This is an optimization exercise on Yosys and OpenROAD, whose aim is a short achievable clock period and few clock cycles, not a production implementation.
Function was checked by simulation only, so behaviour that the tests miss may differ from the original.
Power and IR drop assume default switching activity.

Setup of willow:
Design mips, start of the top module:
module mips (
	input logic clk_i,
	input logic rstN_i,
	input logic [31:0] instr_i,
	input logic [31:0] dataRd_i,
	output logic [31:0] pcO_o,
	output logic memWrite_o,
	output logic [31:0] memAddr_o,
	output logic [31:0] memWdata_o
);
	mipsPkg::pcT pc;
	mipsPkg::pcT pcNext;
	logic fJump;
	mipsPkg::pcT fTarget;
	mipsPkg::pcT pcHold;
	logic idValid;
	mipsPkg::wordT idInstr;
	mipsPkg::pcT idPc1;
	logic [31:1] idRsSel;
	logic [31:1] idRtSel;
	logic idRsEx;
	logic idRsMem;
	logic idRsWb;
	logic idRtEx;
	logic idRtMem;
	logic idRtWb;
	logic exRegWrite;
	logic exLoad;
	logic exStore;
	logic exBranch;
	logic exAnd;
	logic exOr;
	logic exSlt;
	logic exCin;
	logic exFwdA;
	logic exFwdB;
	logic exFwdS;
	logic exSelNN;
	logic exSelF;
	logic exSelFinv;
	logic exSelFFa;
	mipsPkg::regIdxT exDst;
	mipsPkg::wordT exA;
	mipsPkg::wordT exB;
	mipsPkg::wordT exS;
	mipsPkg::pcT exTarget;
	logic memRegWrite;
	logic memLoad;
	logic memStore;
	mipsPkg::regIdxT memDst;
	mipsPkg::wordT memRes;
	mipsPkg::wordT memAddr;
	mipsPkg::wordT memSdata;
	logic wbRegWrite;
	logic [31:1] wbSel;
	mipsPkg::regIdxT wbDst;
	mipsPkg::wordT wbVal;
	mipsPkg::ctrlT dec;
	mipsPkg::ctrlT fDec;
	mipsPkg::regIdxT nRs;
	mipsPkg::regIdxT nRt;
	logic idToEx;
	logic nRsEx;
	logic nRsMem;
	logic nRsWb;
	logic nRtEx;
	logic nRtMem;
	logic nRtWb;
	logic stallNext;
	mipsPkg::regIdxT rs;
	mipsPkg::regIdxT rt;
	mipsPkg::regIdxT dst;
	mipsPkg::wordT rsReg;
	logic [31:1] regWritten;
	mipsPkg::wordT rtReg;
	mipsPkg::wordT rsVal;
	mipsPkg::wordT rtVal;
	logic fwdRs;
	logic fwdRt;
	mipsPkg::wordT imm;
	mipsPkg::pcT idTarget;
	logic stall;
	logic idSub;
	logic idFwdA;
	logic idFwdB;
	logic idSwap;
	logic idArith;
	mipsPkg::wordT memVal;
  ...
Size in the first run: roughly 4,800 cells after synthesis, ~1,400 flip-flops, roughly 160 I/O pins, ~62,000 um2 of cells after synthesis.
export LEC_CHECK = 0
export CAP_MARGIN = 20
export CORE_MARGIN = 2
export CORE_UTILIZATION = 40
export PLACE_DENSITY = 0.6
export SETUP_SLACK_MARGIN = 5
export SLEW_MARGIN = 20
create_clock -name core_clock -period 8.0 [get_ports {clk_i}]
standard.sh (not shown) runs the stock make flow with config.mk's settings and CLKGATE_MAP_FILE= SYNTH_SCRIPT=/design/flow/synth_recipe.tcl, a recipe that flattens the netlist after the stock synthesis.
==> flow/flow/run.sh <==
#!/bin/bash
set -euo pipefail
bash standard.sh synth > synth.log 2>&1
sed 's/SETUP_SLACK_MARGIN=5 /SETUP_SLACK_MARGIN=5.5 /' standard.sh > standard_margin.sh
grep -q 'SETUP_SLACK_MARGIN=5.5 ' standard_margin.sh
bash standard_margin.sh > layout.log 2>&1
The final layout from willow, which completed every stage, passed the timing, DRC and antenna checks at the end of the flow.
Testbench counts of willow, summed over its fixed seeds: cycles 26,483.
### willow -> raven
==> flow/flow/run.sh <==
#!/bin/bash
set -euo pipefail
bash standard.sh synth > synth.log 2>&1
sed 's/SETUP_SLACK_MARGIN=5 /SETUP_SLACK_MARGIN=6 /' standard.sh > standard_margin.sh
grep -q 'SETUP_SLACK_MARGIN=6 ' standard_margin.sh
bash standard_margin.sh > layout.log 2>&1
### Flow results
Delta (raven minus willow): slew at the pin closest to its max-slew limit now larger; share of the core filled with cells +2.0 points; via count increased 957; part of the cycle the worst path needs now sits higher; clock network area share went down 0.33 points.
Inputs modified between raven and quartz:
==> flow/run.sh (new file) <==
#!/bin/bash
# synth_recipe.tcl (not shown) runs the flow's synth.tcl, then flattens the netlist and writes it again
# the make line also repeats each setting of config.mk as NAME=value (left out here)
make -C /OpenROAD-flow-scripts/flow DESIGN_CONFIG=/design/flow/config.mk WORK_HOME=/design/flow/orfs CLKGATE_MAP_FILE= SYNTH_SCRIPT=/design/flow/synth_recipe.tcl finish
removed: flow/flow/run.sh
removed: flow/standard.sh
Findings:
- quartz closes out successfully: all stages finished, all timing, DRC and antenna checks passed.
- The total power after layout on raven is in line with that on quartz.
- Going from raven to quartz, delay of the slowest cell on the worst path grows by 0.20 ns.
- Sort quartz and raven by non-clock buffer area fraction after layout desc -> top: raven
- raven → quartz: worst voltage drop across the vdd grid down 0.00000083 V; final instance area went down by 6000 um2.
- Re period utilization: quartz and raven aren't equal, and the lower value belongs to raven.
- Of quartz and raven, the lower data arrival time of the worst path belongs to raven.
- Worst hold margin is lower on quartz
- quartz vs raven: number of antenna violations at the first check in global routing up
- Share of the final layout cell area in sequential cells came out higher on quartz than on raven.
- Comparing quartz and raven, met3 track demand over resource is higher on raven.

port drivers added, routing unchanged:
Ports are ideal in the flow. The routed layouts listed here were re-timed in OpenROAD. Step 1 sets driving cells, clkbuf_16 on the clock port and buf_2 on the other inputs (assumed; they add their load-dependent delay and slew). Step 2 also shifts input and output timing later by t, the mid clock arrival at the registers, as if the neighbouring blocks saw the same clock. Three values: ideal, step 1, step 2; two values: the first two.
run | t (ns) | setup slack, ns | worst register clock-pin slew, ns
willow | 0.871 | 5.000 / 5.000 / 4.247 | 0.07 / 0.07
raven | 0.883 | 4.988 / 4.950 / 4.279 | 0.07 / 0.07
quartz | 0.877 | 4.895 / 4.895 / 4.165 | 0.07 / 0.07
After both steps setup and hold are still met in every run listed. The setup slack of willow, which loses most, moves by 0.000 ns with the drivers and by -0.753 ns with both steps.
